This design comes from an exercise in tuning for small area, a short achievable clock period and few clock cycles per item on the open sky130 flow, not from production work. In this exercise RTL edits were held to simulation tests only and were not proved equivalent to the original. Power is estimated from default activity; no workload was simulated.

rev 12:
==> flow/design.v (excerpt) <==
module exec_unit (
  input  wire                       clk,
  input  wire                       arst_n_i,
  input  wire                       valid_i,
  input  wire [31:0]                instr_i,
  input  wire [63:0]                src_a_i,
  input  wire [63:0]                src_b_i,
  output logic [63:0]               result_o,
  output logic                      done_o,
  output logic                      ready_o
);
  localparam int K      = 8;
  localparam int NSTEP  = 64 / K;
  localparam int NSTEPW = 32 / K;
  localparam int CNT_W  = $clog2(NSTEP);
  exu_pkg::alu_ctl_t ctl_d, ctl_q, ctl_hi;
  exu_pkg::mul_req_t mreq_d, mreq_q;
  exu_pkg::xlen_t    op_a_d, op_b_d, op_a_q, op_b_q;
  logic [5:0]        shamt_q;   
  exu_pkg::xlen_t    alu_res;
  logic              is_mul;
  logic              accept, accept_mul;
  logic              busy_q;   
  logic              alu_v_q;
  logic              mul_run_q, mul_fin_q;
  logic              fin_low, fin_high;
  logic [CNT_W-1:0]  cnt_q;
  logic              last_step;
  logic [66:0]       acc_s_q, acc_c_q, acc_s_d, acc_c_d;
  logic [K-1:0]      ret_s_q, ret_c_q, ret_s_d, ret_c_d;
  logic              low_ci_q, low_ci_d;
  logic              first_q;
  logic [3:0]        one_d, two_d, neg_d, one_q, two_q, neg_q;
  logic [K-1:0]      prod_bits;
  exu_pkg::xlen_t    high_s, high_c;
  exu_pkg::xlen_t    low_next;
  alu_op_decode alu_op_decode_inst (
    .instr_i   (instr_i),
    .src_a_i   (src_a_i),
    .src_b_i   (src_b_i),
    .ctl_o     (ctl_d),
    .is_mul_o  (is_mul),
    .mul_req_o (mreq_d),
    .op_a_o    (op_a_d),
    .op_b_o    (op_b_d)
  );
  assign accept     = valid_i & !busy_q;
  assign accept_mul = accept & is_mul;
  assign fin_low  = mul_fin_q & !mreq_q.take_high;
  ...
export LEC_CHECK = 0
export CAP_MARGIN = 20
export CORE_MARGIN = 10
export CORE_UTILIZATION = 30
export PLACE_DENSITY = 0.5
export SETUP_SLACK_MARGIN = 3.0
export SLEW_MARGIN = 20
create_clock -name core_clock -period 6.5 [get_ports {clk}]
run.sh (not shown) runs the stock make flow with config.mk's settings and CLKGATE_MAP_FILE= SYNTH_SCRIPT=/design/flow/synth_recipe.tcl, a recipe that flattens the netlist after the stock synthesis.
Testbench counts of rev 12, summed over its fixed seeds: cycles 23,973, items 16,000.
[inputs] rev 13 vs rev 12
diff --git a/flow/config.mk b/flow/config.mk
--- a/flow/config.mk
+++ b/flow/config.mk
@@ -9,4 +9,4 @@
 export CORE_MARGIN = 10
-export CORE_UTILIZATION = 30
-export PLACE_DENSITY = 0.5
+export CORE_UTILIZATION = 40
+export PLACE_DENSITY = 0.6
 export SETUP_SLACK_MARGIN = 3.0
==> comparison <==
In summary, rev 13 completed successfully, with a layout that passed the timing, design-rule and antenna checks. Die area (rev 12 / rev 13): 1.3. Initial standard-cell utilization of the core in rev 13 is 10 points higher than in rev 12. Of the two values seen for launch point of the critical path, op_a_q[10]$_DFFE_PP_ was produced by rev 13 and op_a_q[9]$_DFFE_PP_ by rev 12. Rev 13 vs. rev 12: count of vias placed by the detailed router decreased 123, shortest clock period the worst path allows after layout increased by 27 ps relative to the old numbers, minimum setup slack in the final design moved down, cell area after layout decreased by 960 um^2 relative to the old numbers, met2 wire length down 5.2 mm.

========
Setup of run a:
exec_unit, a different RTL version from the one above (not shown whole).
For scale: ~4,800 cells after synthesis, ~230 I/O pins, ~41,000 um2 of cells after synthesis.
clock: 6.5 ns
lec_check: 0
cap_margin: 20
core_margin: 10
core_utilization: 40
place_density: 0.6
setup_slack_margin: 3.0
slew_margin: 20
Testbench counts of run a, summed over its fixed seeds: cycles 23,973, items 16,000.
The following lists how run b was set up differently from run a:
diff --git a/flow/config.mk b/flow/config.mk
--- a/flow/config.mk
+++ b/flow/config.mk
@@ -12 +12 @@
-export SETUP_SLACK_MARGIN = 3.0
+export SETUP_SLACK_MARGIN = 3.4
Results
- Number of cells on the critical path delta for run b relative to run a: 7 higher
- In the flow results for run a and run b, the design area is smaller on run a.
- As of run b, number of cells upsized or downsized after cts had risen by more than 100% compared to run a.
- Re net switching component of the power: run a was lower than run b.
- Worst max-slew margin expressed relative to the limit in run b is 16 points higher than in run a
- Summary: with run a as the reference, area used by sequential logic in the layout in run b moved up slightly.
- Via count of the first global-routing pass grows by a few percent when moving from run a to run b.
- Diff run a -> run b | shortest clock period the worst path allows after layout | decrease of 0.15 ns
- Compared with run a, run b has extra setup slack.
- Diff run a -> run b: worst endpoint data arrival time went down by 0.19 ns, number of setup buffers added after CTS has increased.

========
exec_unit, a different RTL version from the one above (not shown whole).
For scale: ~460 flip-flops, about 0.041 mm2 of cells after synthesis.
## exec_unit
module exec_unit (
  input  wire                       clk,
  input  wire                       arst_n_i,
  input  wire                       valid_i,
  input  wire [31:0]                instr_i,
  input  wire [63:0]                src_a_i,
  input  wire [63:0]                src_b_i,
  output logic [63:0]               result_o,
  output logic                      done_o,
  output logic                      ready_o
);
clock: 6.5 ns
lec_check: 0
abc_area: 1
cap_margin: 20
core_margin: 10
core_utilization: 40
place_density: 0.6
setup_slack_margin: 3.6
slew_margin: 20
The baseline finished with timing, DRC and antenna clean.
Testbench counts at the start, summed over its fixed seeds: cycles 23,029, items 16,000.
Change:
- SETUP_SLACK_MARGIN: 3.6 -> 3.5
The changed run finished clean. Clock power rose by about 2%. Combinational power drops by about 2%. Wire length rose by about 2.4%. Synthesized cell count is unchanged. Global-route usage came out higher by 0.41 points. Clock-buffer cell count drops by 4. Critical path depth is unchanged. Power came out lower by about 0.6%.

========
exec_unit, a different RTL version from the one above (not shown whole).
For scale: roughly 400 flip-flops, ~230 I/O pins, about 41000 sq um of cells after synthesis.
make LEC_CHECK=0 ABC_AREA=1 CAP_MARGIN=20 CORE_MARGIN=10 CORE_UTILIZATION=40 PLACE_DENSITY=0.6 SETUP_SLACK_MARGIN=3.6 SLEW_MARGIN=20 finish   # period 6.5 ns
Testbench counts at the start, summed over its fixed seeds: cycles 23,029, items 16,000.
Change:
Settings changed: SETUP_SLACK_MARGIN 3.6 to 3.3.
=> Cell count falls by 1.7%. Sequential cell count does not change. Combinational power came out lower by 8.1%. Count of clock-buffer cells in the layout shrinks by 9. Wire length went down by 7.7%. Worst hold slack barely changes. Sequential share of layout area came out higher by 1.2 points.

========
== run A ==
exec_unit, a different RTL version from the one above (not shown whole).
Size: about 6,200 cells after synthesis, about 460 flip-flops, roughly 230 I/O pins, roughly 0.043 mm² of cells after synthesis.
export LEC_CHECK = 0
export ABC_AREA = 1
export CAP_MARGIN = 20
export CORE_MARGIN = 10
export CORE_UTILIZATION = 45
export PLACE_DENSITY = 0.6
export SETUP_SLACK_MARGIN = 3.5
export SLEW_MARGIN = 20
create_clock -name core_clock -period 6.5 [get_ports {clk}]
Run A | stages: all done | timing, DRC, antenna: all pass
Testbench counts of run A, summed over its fixed seeds: cycles 23,029, items 16,000.
### run A -> run B
Settings: CORE_UTILIZATION: 45 -> 40; ABC_AREA: 1 -> unset.
## What came out
- Placer congestion estimate: run A vs run B, no meaningful difference
- Run B against run A: via count of the first global-routing pass decreased by 5,637 relative to the old numbers, switching power total increased by about 3.4% relative to the old numbers, mux share of post-synthesis cell area increased by 8.7 points relative to the old numbers.
- The start-to-end type of the worst setup path comes out input port to register in one run and register to register in the other, namely in run A and run B respectively.
--- input diff run B..run C ---
Settings: setting ABC_AREA to 1 for the first time; changing SETUP_SLACK_MARGIN from 3.5 to 3.3.
Notes after the runs:
The worst-path cell with the longest stage delay comes out sky130_fd_sc_hd__mux4_2 in one run and sky130_fd_sc_hd__clkdlybuf4s50_1 in the other, namely in run B and run C respectively. Run comparison: run C leading cell type in the layout, fill and taps excluded sky130_fd_sc_hd__nand2_1; run B leading cell type in the layout, fill and taps excluded sky130_fd_sc_hd__inv_1. Sort run C and run B by wire length on met2 asc -> top: run B. Between run C and run B, the minimum hold slack figures differ only marginally. From run B to run C the numbers moved as follows: instance area at placement now larger, cell count of the worst reg-to-reg path lower, combinational share of power now sits lower. On routed wire length, run C does worse than run B.
The inputs of run D differ from those of run C as listed below.
Settings: SETUP_SLACK_MARGIN: 3.3 -> 3.5.
Notes after the runs:
Compared with run C, run D shows buffer and inverter count on the worst path lower by 2. Lower final wirelength goes to run C over run D. Run D: count of instances resized after the clock tree is built is 117 higher than what run C reported. Run D against run C: layout filler cell count down 104; total power flat; ratio of routed vias to standard cells up about 0.6%; worst setup slack up 0.26 ns. On run D: layout clock buffer count is 11 lower than what run C gave. Run C → run D: worst hold slack comparable, area added between synthesis and finish higher.
#### Input delta (run E over run D)
Settings: SETUP_SLACK_MARGIN changed from 3.5 to 3.4.
Findings:
Run E completed; timing, DRC and antenna clean. Of run E and run D, it is run E that has the higher area fraction of clock buffers and clock inverters. Final cell area excluding filler cells (run E over run D): decrease, about 0.7%. The higher final antenna diode count of run D and run E is in run D. When run E is measured against run D, its clock-buffer cell count turns out 15% higher. The end point of the critical path comes out result_o[0] in one run and result_o[58] in the other, namely in run E and run D respectively. Re number of non-clock buffers in the layout: run E is 1.8% down on run D. Comparing run D and run E, the higher clock skew is on run E. Changes observed in run E relative to run D: share of the clock period used by the worst path picked up an extra 2.7 points; clock power share picked up an extra 0.6 points; simple-gate share of the synthesized area neither gained nor lost much.

========
exec_unit, a different RTL version from the one above (not shown whole).
Size: about 350 flip-flops, ~38000 um2 of cells after synthesis.
// exec_unit
module exec_unit (
  input  wire                       clk,
  input  wire                       arst_n_i,
  input  wire                       valid_i,
  input  wire [31:0]                instr_i,
  input  wire [63:0]                src_a_i,
  input  wire [63:0]                src_b_i,
  output logic [63:0]               result_o,
  output logic                      done_o,
  output logic                      ready_o
);
  localparam int K      = exu_pkg::MUL_RADIX_BITS;
  localparam int NSTEP  = 64 / K;
  localparam int NSTEPW = 32 / K;
  localparam int CNT_W  = $clog2(NSTEP);
  exu_pkg::alu_ctl_t ctl_d, ctl_q;
  exu_pkg::mul_req_t mreq_d, mreq_q;
  exu_pkg::xlen_t    op_a_d, op_b_d, op_a_q, op_b_q;
  exu_pkg::xlen_t    alu_res;
  logic              is_mul;
  logic              accept, accept_mul;
  logic              alu_v_q;
  logic              mul_run_q, mul_fin_q;
  logic [CNT_W-1:0]  cnt_q;
  logic              last_step, last_low, keep_acc, ready_set;
  logic [65:0]       acc_s_q, acc_c_q, acc_s_d, acc_c_d;
  logic              acc_ci_q, acc_ci_d;
  logic [K-1:0]      prod_bits;
  exu_pkg::xlen_t    mul_high;
  exu_pkg::xlen_t    low_next;
  alu_op_decode alu_op_decode_inst (
    .instr_i   (instr_i),
    .src_a_i   (src_a_i),
    .src_b_i   (src_b_i),
    .ctl_o     (ctl_d),
    .is_mul_o  (is_mul),
    .mul_req_o (mreq_d),
    .op_a_o    (op_a_d),
    .op_b_o    (op_b_d)
  );
  assign accept     = valid_i & ready_o;
  assign accept_mul = accept & is_mul;
  always_ff @(posedge clk) begin
    if (ready_o) begin
      op_a_q <= op_a_d;
      op_b_q <= op_b_d;
      ctl_q  <= ctl_d;
      mreq_q <= mreq_d;
    end else begin
      op_b_q <= low_next;
    end
  end
  assign last_step = mul_run_q &&
                     (cnt_q == (mreq_q.word ? CNT_W'(NSTEPW - 1) : CNT_W'(NSTEP - 1)));
  assign last_low  = last_step & !mreq_q.take_high;
  ...
Settings: LEC_CHECK=0, ABC_CLOCK_PERIOD_IN_PS=2500, CAP_MARGIN=20, CORE_MARGIN=10, CORE_UTILIZATION=40, PLACE_DENSITY=0.6, SETUP_SLACK_MARGIN=3.7, SLEW_MARGIN=20; clock period 6.5 ns.
The first run completed without violations.
Testbench counts at the start, summed over its fixed seeds: cycles 30,284, items 16,000.
Then changed:
- ABC_CLOCK_PERIOD_IN_PS: 2500 -> default
- CORE_UTILIZATION: 40 -> 30
- PLACE_DENSITY: 0.6 -> 0.5
- SETUP_SLACK_MARGIN: 3.7 -> default
Outcome: Non-clock buffer count is lower by 308; worst hold slack hardly moves; via count falls by a little under a tenth; routed wire length falls by a little under a tenth; maximum frequency is lower by about a fifth; final area fell by about a fifth; final cell count rises slightly; worst setup slack is worse by 0.92 ns; clock power climbs by a little under a tenth; sequential cell count does not change.

-- separate check: timing with driven ports --
The results above use ideal ports. As a check the final layouts listed here were re-extracted and re-timed, cells and wires unchanged. Step 1: set_driving_cell puts a clkbuf_16 on clk and a buf_2 on each other input, an assumption about the parent block. Step 2 also shifts input and output timing later by t, the mid clock arrival at the registers, as if the neighbouring blocks saw the same clock. Three values: no drivers, after step 1, after step 2; two values: the first two.
run	t, ns	setup WS [ns]	clock arrival spread, ns	slew at the worst register clock pin (ns)
rev 12	0.738	2.855 / 2.855 / 2.368	0.056 / 0.056	0.08 / 0.08
rev 13	0.727	2.829 / 2.829 / 2.387	0.050 / 0.050	0.07 / 0.07
run a of note 2	0.718	2.819 / 2.819 / 2.372	0.029 / 0.029	0.08 / 0.08
run b of note 2	0.702	2.965 / 2.965 / 2.641	0.062 / 0.062	0.07 / 0.07
the first run of note 3	0.776	3.215 / 3.215 / 2.803	0.039 / 0.039	0.08 / 0.08
the second run of note 3	0.761	3.232 / 3.232 / 2.688	0.056 / 0.056	0.07 / 0.07
the first run of note 4	0.744	3.296 / 3.296 / 2.864	0.021 / 0.021	0.07 / 0.07
the second run of note 4	0.742	3.280 / 3.287 / 2.585	0.029 / 0.029	0.07 / 0.07
run A of note 5	0.750	3.446 / 3.491 / 2.740	0.049 / 0.049	0.08 / 0.08
run B of note 5	0.758	2.637 / 2.637 / 2.637	0.027 / 0.027	0.07 / 0.07
run C of note 5	0.766	3.221 / 3.247 / 2.508	0.057 / 0.057	0.07 / 0.07
run D of note 5	0.752	3.478 / 3.478 / 2.780	0.050 / 0.050	0.08 / 0.08
run E of note 5	0.768	3.304 / 3.304 / 2.672	0.057 / 0.058	0.07 / 0.07
the first run of note 6	0.730	1.779 / 1.779 / 1.779	0.049 / 0.049	0.08 / 0.08
the second run of note 6	0.710	0.862 / 0.862 / 0.862	0.029 / 0.029	0.07 / 0.07
After both steps every run listed still meets setup and hold. For run C of note 5, which loses most, drivers alone change the setup slack by +0.026 ns; drivers and shift together by -0.713 ns.
